Background: an optimization exercise with open tools, aiming at small area. Do not read the settings as production practice.
Function was checked by simulation only, so behaviour that the tests miss may differ from the original.
Power and IR drop assume default switching activity.

== quartz ==
## ap_ctrl_profiler
module ap_ctrl_profiler
#(
    parameter int NUM_CH  = 4,
    parameter int CNT_W   = 20,
    parameter int LAT_W   = 16,
    parameter int MAX_OUT = 4,
    localparam int CH_W   = (NUM_CH > 1) ? $clog2(NUM_CH) : 1
) (
    input  logic              clock,
    input  logic              reset,
    input  logic              finish,
    input  logic              clear,
    input  logic [NUM_CH-1:0] ch_start,
    input  logic [NUM_CH-1:0] ch_ready,
    input  logic [NUM_CH-1:0] ch_done,
    input  logic [NUM_CH-1:0] ch_continue,
    input  logic [CH_W-1:0]   rd_ch,
    input  logic [2:0]        rd_sel,
    output logic [CNT_W-1:0]  rd_data,
    output logic              rd_valid,
    output logic [NUM_CH-1:0] err,
    output logic              frozen,
    output logic              all_idle
);
    logic [CNT_W-1:0]  ts_r;
    logic [CNT_W-1:0]  ts_n_s;
    logic              frozen_r;
    logic [CNT_W-1:0]  rd_data_r;
    logic              rd_valid_r;
    logic [CNT_W-1:0]  ch_txo_s [NUM_CH];
    logic [CNT_W-1:0]  ch_bsy_s [NUM_CH];
    logic [CNT_W-1:0]  ch_stl_s [NUM_CH];
    logic [LAT_W-1:0]  ch_min_s [NUM_CH];
    logic [LAT_W-1:0]  ch_max_s [NUM_CH];
    logic [LAT_W-1:0]  ch_lst_s [NUM_CH];
    logic [NUM_CH-1:0] ch_hit_s;
    logic [7:0]        sel_hit_s;
    logic [2:0]        ch_occ_s [NUM_CH];
    logic [NUM_CH-1:0] ch_idle_s;
    logic [NUM_CH-1:0] ch_err_s;
    logic [CNT_W-1:0]  sel_val_s;
    logic [2:0]        add_s;
    logic [CNT_W:0]    sum_s;
    logic [CNT_W-1:0]  out_s;
    always_ff @(posedge clock) begin
        if (reset || clear) begin
            ts_r     <= {CNT_W{1'b0}};
            frozen_r <= 1'b0;
        end else begin
            if (!frozen_r) begin
                ts_r <= ts_r + CNT_W'(1'b1);
            end
            if (finish) begin
                frozen_r <= 1'b1;
            end
        end
    end
    genvar g;
    generate
        for (g = 0; g < NUM_CH; g++) begin : g_ch
            ap_prof_channel #(
                .CNT_W   (CNT_W),
                .LAT_W   (LAT_W)
            ) u_ch (
                .clock  (clock),
                .reset  (reset),
                .clear  (clear),
                .frozen (frozen_r),
                .ts     (ts_r),
                .ts_n   (ts_n_s),
                .start  (ch_start[g]),
                .ready  (ch_ready[g]),
  ...
For scale: roughly 3600 cells after synthesis, ~830 flip-flops, about 52 I/O pins, about 0.041 sq mm of cells after synthesis.
Settings: LEC_CHECK=0, CAP_MARGIN=10, CORE_MARGIN=2, CORE_UTILIZATION=40, SLEW_MARGIN=10; clock period 6.0 ns.
standard.sh (not shown) runs the stock make flow with config.mk's settings and CLKGATE_MAP_FILE= SYNTH_SCRIPT=/design/flow/synth_recipe.tcl, a recipe that flattens the netlist after the stock synthesis.
==> flow/flow/run.sh <==
#!/bin/bash
# The standard layout (the standard.sh: standard synthesis, floorplan,
# placement, CTS, routing), with a leaner clock tree: clkbuf_16 buffers
# only, sink clusters of up to 24 flip-flops within 80 um, and no dummy loads.
# make's full output goes to standard.log in the work folder; each ORFS
# step's own log stays under orfs/logs/.
set -euo pipefail
export CTS_ARGS="-sink_clustering_enable -repair_clock_nets -dont_use_dummy_load -sink_clustering_size 24 -sink_clustering_max_diameter 80 -buf_list sky130_fd_sc_hd__clkbuf_16"
bash standard.sh > standard.log 2>&1
quartz ran to completion and came out clean on the timing, design-rule and antenna checks.
For zinc, these inputs were changed with respect to quartz:
# quartz
export LEC_CHECK = 0
export CAP_MARGIN = 10
export CORE_MARGIN = 2
export CORE_UTILIZATION = 40
export SLEW_MARGIN = 10
create_clock -name core_clock -period 6.0 [get_ports {clock}]
# zinc
export LEC_CHECK = 0
export CAP_MARGIN = 20
export CORE_MARGIN = 2
export CORE_UTILIZATION = 40
export SLEW_MARGIN = 20
create_clock -name core_clock -period 6.0 [get_ports {clock}]
==> flow/flow/run.sh <==
#!/bin/bash
# The standard layout (the standard.sh: standard synthesis, floorplan,
# placement, CTS, routing) with three changes:
#  - a leaner clock tree: clkbuf_16 buffers only, sink clusters of up to 24
#    flip-flops within 80 um, and no dummy loads;
#  - the port buffers are buf_1 cells;
#  - after global routing, repair_timing downsizes gates on paths with
#    slack (RECOVER_POWER, all paths considered).
# make's full output goes to standard.log in the work folder; each ORFS
# step's own log stays under orfs/logs/.
set -euo pipefail
export CTS_ARGS="-sink_clustering_enable -repair_clock_nets -dont_use_dummy_load -sink_clustering_size 24 -sink_clustering_max_diameter 80 -buf_list sky130_fd_sc_hd__clkbuf_16"
export BUFFER_PORTS_ARGS="-buffer_cell sky130_fd_sc_hd__buf_1"
export RECOVER_POWER=100
bash standard.sh > standard.log 2>&1
==> run summary <==
- Finished, but not clean: zinc, with capacitance limit, slew limit.
- Total power delta (quartz -> zinc): insignificant
- quartz and zinc ended up with nearly the same placed cell count.
- [compare] base=quartz new=zinc: fraction of area in registers now sits higher, design area lower, number of DRC violations after detailed-routing iteration 0 decreased 101.
Modified inputs, maple compared to zinc
# zinc
export LEC_CHECK = 0
export CAP_MARGIN = 20
export CORE_MARGIN = 2
export CORE_UTILIZATION = 40
export SLEW_MARGIN = 20
create_clock -name core_clock -period 6.0 [get_ports {clock}]
# maple
export LEC_CHECK = 0
export CAP_MARGIN = 0
export CORE_MARGIN = 2
export CORE_UTILIZATION = 40
export CTS_BUF_LIST = sky130_fd_sc_hd__clkbuf_4 sky130_fd_sc_hd__clkbuf_8
export CTS_CLUSTER_SIZE = 20
export SLEW_MARGIN = 0
create_clock -name core_clock -period 6.0 [get_ports {clock}]
==> flow/run.sh (new file) <==
#!/bin/bash
# synth_recipe.tcl (not shown) runs the flow's synth.tcl, then flattens the netlist and writes it again
# the make line also repeats each setting of config.mk as NAME=value (left out here)
make -C /OpenROAD-flow-scripts/flow DESIGN_CONFIG=/design/flow/config.mk WORK_HOME=/design/flow/orfs CLKGATE_MAP_FILE= SYNTH_SCRIPT=/design/flow/synth_recipe.tcl finish
removed: flow/flow/run.sh
removed: flow/standard.sh
Notes after the runs:
- No stage failed in maple, and the final checks on the layout all came back clean.
- maple vs zinc: non-clock buffer count down by a few percent
- Diff zinc -> maple: power dissipated in combinational cells shows an increase of about 2%, area growth from synthesis to layout higher.
- maple gives more setup slack on the worst flop-to-flop path than zinc did.
- Of maple and zinc, it is maple that has the higher non-clock buffering overhead in the final layout.
Input-level comparison between xenon and maple:
# maple
export LEC_CHECK = 0
export CAP_MARGIN = 0
export CORE_MARGIN = 2
export CORE_UTILIZATION = 40
export CTS_BUF_LIST = sky130_fd_sc_hd__clkbuf_4 sky130_fd_sc_hd__clkbuf_8
export CTS_CLUSTER_SIZE = 20
export SLEW_MARGIN = 0
create_clock -name core_clock -period 6.0 [get_ports {clock}]
# xenon
export LEC_CHECK = 0
export CAP_MARGIN = 20
export CORE_MARGIN = 2
export CORE_UTILIZATION = 40
export SLEW_MARGIN = 20
create_clock -name core_clock -period 6.0 [get_ports {clock}]
==> flow/flow/run.sh (new file) <==
#!/bin/bash
# The standard layout (the standard.sh: standard synthesis, floorplan,
# placement, CTS, routing) with two changes:
#  - a leaner clock tree: clkbuf_16 buffers only, sink clusters of up to 24
#    flip-flops within 80 um, and no dummy loads;
#  - the port buffers are buf_1 cells.
# make's full output goes to standard.log in the work folder; each ORFS
# step's own log stays under orfs/logs/.
set -euo pipefail
export CTS_ARGS="-sink_clustering_enable -repair_clock_nets -dont_use_dummy_load -sink_clustering_size 24 -sink_clustering_max_diameter 80 -buf_list sky130_fd_sc_hd__clkbuf_16"
export BUFFER_PORTS_ARGS="-buffer_cell sky130_fd_sc_hd__buf_1"
bash standard.sh > standard.log 2>&1
==> flow/standard.sh (new file) <==
#!/bin/bash
# synth_recipe.tcl (not shown) runs the flow's synth.tcl, then flattens the netlist and writes it again
# the make line also repeats each setting of config.mk as NAME=value (left out here)
make -C /OpenROAD-flow-scripts/flow DESIGN_CONFIG=/design/flow/config.mk WORK_HOME=/design/flow/orfs CLKGATE_MAP_FILE= SYNTH_SCRIPT=/design/flow/synth_recipe.tcl "${@:-finish}"
removed: flow/run.sh
Notes after the runs:
Going from maple to xenon, post-placement cell count now sits at about the same level; combinational power now sits lower. Comparing maple against xenon, there is no change at all in number of standard cells after synthesis. Vias: xenon fewer than maple. Looking at final-layout clock buffer total across maple and xenon, the one that comes out lower is xenon. On post-route cell area, the lower figure sits with xenon, not maple. Looking at first element of the critical path, the g_ch[2].u_ch.stall_r[6]$_SDFF_PP0_ result is from xenon; the g_ch[3].u_ch.stall_r[6]$_SDFF_PP0_ one comes from maple.

## oak
ap_ctrl_profiler, a different RTL version from the one above (not shown whole).
Size in the first run: about 3,500 cells after synthesis, about 830 flip-flops, ~52 I/O pins, ~40,000 µm² of cells after synthesis.
clock: 6.0 ns
lec_check: 0
cap_margin: 0
core_margin: 2
core_utilization: 40
cts_buf_list: sky130_fd_sc_hd__clkbuf_4 sky130_fd_sc_hd__clkbuf_8
cts_cluster_size: 20
slew_margin: 0
run.sh (not shown) runs the stock make flow with config.mk's settings and CLKGATE_MAP_FILE= SYNTH_SCRIPT=/design/flow/synth_recipe.tcl, a recipe that flattens the netlist after the stock synthesis.
Stock flow here: none of the scripts above is used.
oak: done, clean on timing, DRC and antenna
Modified inputs, pine compared to oak
- CTS_BUF_LIST no longer set, was sky130_fd_sc_hd__clkbuf_4 sky130_fd_sc_hd__clkbuf_8
- CAP_MARGIN now 20, was 0
- SLEW_MARGIN now 20, was 0
- CTS_CLUSTER_SIZE no longer set, was 20
==> flow/flow/run.sh (new file) <==
#!/bin/bash
# The standard layout (the standard.sh: standard synthesis, floorplan,
# placement, CTS, routing) with two changes:
#  - a leaner clock tree: clkbuf_8 buffers only, sink clusters of up to 14
#    flip-flops within 60 um, and no dummy loads;
#  - the port buffers are buf_1 cells.
# make's full output goes to standard.log in the work folder; each ORFS
# step's own log stays under orfs/logs/.
set -euo pipefail
export CTS_ARGS="-sink_clustering_enable -repair_clock_nets -dont_use_dummy_load -sink_clustering_size 14 -sink_clustering_max_diameter 60 -buf_list sky130_fd_sc_hd__clkbuf_8"
export BUFFER_PORTS_ARGS="-buffer_cell sky130_fd_sc_hd__buf_1"
bash standard.sh > standard.log 2>&1
==> flow/standard.sh (new file) <==
#!/bin/bash
# synth_recipe.tcl (not shown) runs the flow's synth.tcl, then flattens the netlist and writes it again
# the make line also repeats each setting of config.mk as NAME=value (left out here)
make -C /OpenROAD-flow-scripts/flow DESIGN_CONFIG=/design/flow/config.mk WORK_HOME=/design/flow/orfs CLKGATE_MAP_FILE= SYNTH_SCRIPT=/design/flow/synth_recipe.tcl "${@:-finish}"
removed: flow/run.sh
--- outcome ---
pine: all stages complete, timing, DRC and antenna checks passed. oak finished every step from synthesis to the final layout, and the layout passed the timing, design-rule and antenna checks. Taking oak as the reference, in pine global-route usage decreased by 0.61 points relative to the old numbers, internal portion of total power decreased by 1.8 mW relative to the old numbers, design area decreased by about 5% relative to the old numbers. Number of CTS-inserted buffers: oak and pine compared, lower one is pine. pine ended up with a lower number of non-clock buffers than oak did. Compared with oak, in pine fraction of power spent switching nets higher; power density of the placed cells moved down. Measured against each other, oak and pine differ in fmax, the lower figure coming from pine. met2 routing resource usage after global routing is lower on pine. Wire length in pine is 3000 µm below oak.
--- input diff pine..birch ---
diff --git a/flow/flow/run.sh b/flow/flow/run.sh
--- a/flow/flow/run.sh
+++ b/flow/flow/run.sh
@@ -4,2 +4,2 @@
-#  - a leaner clock tree: clkbuf_8 buffers only, sink clusters of up to 14
-#    flip-flops within 60 um, and no dummy loads;
+#  - a leaner clock tree: clkbuf_16 buffers only, sink clusters of up to 24
+#    flip-flops within 80 um, and no dummy loads;
@@ -10 +10 @@
-export CTS_ARGS="-sink_clustering_enable -repair_clock_nets -dont_use_dummy_load -sink_clustering_size 14 -sink_clustering_max_diameter 60 -buf_list sky130_fd_sc_hd__clkbuf_8"
+export CTS_ARGS="-sink_clustering_enable -repair_clock_nets -dont_use_dummy_load -sink_clustering_size 24 -sink_clustering_max_diameter 80 -buf_list sky130_fd_sc_hd__clkbuf_16"
Notes after the runs:
- Delta (birch minus pine): iteration-0 DRC count of the detailed router has decreased; remaining max-slew budget at the tightest pin shows no meaningful change; synthesized netlist cell count was more or less identical; total leakage power about even; final setup skew comparable.
- The maximum clock frequency in birch sits about 1.5% above the value recorded for pine.
- birch vs pine: met3 track demand over resource down in birch

Another version of the RTL of ap_ctrl_profiler (not shown whole).
Size in the first run: roughly 830 flip-flops.
clock: 6.0 ns
lec_check: 0
cap_margin: 0
core_margin: 2
core_utilization: 40
cts_buf_list: sky130_fd_sc_hd__clkbuf_4 sky130_fd_sc_hd__clkbuf_8
cts_cluster_size: 20
slew_margin: 0
Stock flow here: none of the scripts above is used.
Change:
==> flow/flow/run.sh (new file) <==
#!/bin/bash
# The standard layout (the standard.sh: standard synthesis, floorplan,
# placement, CTS, routing), with a leaner clock tree: clkbuf_16 buffers
# only, sink clusters of up to 30 flip-flops, and no dummy loads.
# make's full output goes to standard.log in the work folder; each ORFS
# step's own log stays under orfs/logs/.
set -euo pipefail
export CTS_ARGS="-sink_clustering_enable -repair_clock_nets -dont_use_dummy_load -sink_clustering_size 30 -sink_clustering_max_diameter 100 -buf_list sky130_fd_sc_hd__clkbuf_16"
bash standard.sh > standard.log 2>&1
==> flow/standard.sh (new file) <==
#!/bin/bash
# synth_recipe.tcl (not shown) runs the flow's synth.tcl, then flattens the netlist and writes it again
# the make line also repeats each setting of config.mk as NAME=value (left out here)
make -C /OpenROAD-flow-scripts/flow DESIGN_CONFIG=/design/flow/config.mk WORK_HOME=/design/flow/orfs CLKGATE_MAP_FILE= SYNTH_SCRIPT=/design/flow/synth_recipe.tcl "${@:-finish}"
Settings changed: CAP_MARGIN 0 to 20, CTS_BUF_LIST sky130_fd_sc_hd__clkbuf_4 sky130_fd_sc_hd__clkbuf_8 to unset, CTS_CLUSTER_SIZE 20 to unset, SLEW_MARGIN 0 to 20.
removed: flow/run.sh
Outcome:
- The changed run completed without violations
- utilization is lower by 2.0 points
- hold slack gets better by 3.5 ps
- wire length is lower by 1.8%

## re-timing with driven ports
The results above use ideal ports. As a check the final layouts listed here were re-extracted and re-timed, cells and wires unchanged.
Step 1 sets driving cells, clkbuf_16 on the clock port and buf_2 on the other inputs (assumed; they add their load-dependent delay and slew).
Step 2 adds t to the input delays and takes it off the output delays; t is the mean of the earliest and latest rising clock arrival at the registers after step 1. Input paths then give back, and output paths get back, about the clock's delay inside the block.
a / b / c = ideal / step 1 / step 2; a / b = the first two.
| run | t (ns) | slack for setup (ns) | worst setup path at the end | slew at the worst register clock pin (ns) | worst slew at a driven data input, ns |
|---|---|---|---|---|---|
| quartz | 0.678 | 0.437 / 0.437 / 0.107 | input to register | 0.10 / 0.10 | 0.10 |
| zinc | 0.672 | 0.268 / 0.268 / 0.068 | input to register | 0.10 / 0.10 | 0.10 |
| maple | 0.861 | 0.448 / 0.448 / 0.080 | input to register | 0.06 / 0.06 | 0.11 |
| xenon | 0.673 | 0.258 / 0.258 / 0.258 | register to register | 0.11 / 0.11 | 0.10 |
| oak | 0.869 | 0.317 / 0.317 / -0.232 | input to register | 0.07 / 0.07 | 0.05 |
| pine | 0.766 | 0.259 / 0.259 / 0.135 | input to register | 0.10 / 0.10 | 0.04 |
| birch | 0.693 | 0.344 / 0.344 / 0.140 | input to register | 0.11 / 0.11 | 0.04 |
| the first run of note 3 | 0.863 | 0.134 / 0.134 / -0.458 | input to register | 0.07 / 0.07 | 0.07 |
| the second run of note 3 | 0.660 | 0.165 / 0.165 / -0.406 | input to register | 0.12 / 0.12 | 0.07 |
With both steps, setup timing fails in oak, the first run of note 3 and the second run of note 3, where it was met with ideal ports. The setup slack of the first run of note 3, which loses most, moves by 0.000 ns with the drivers and by -0.592 ns with both steps.
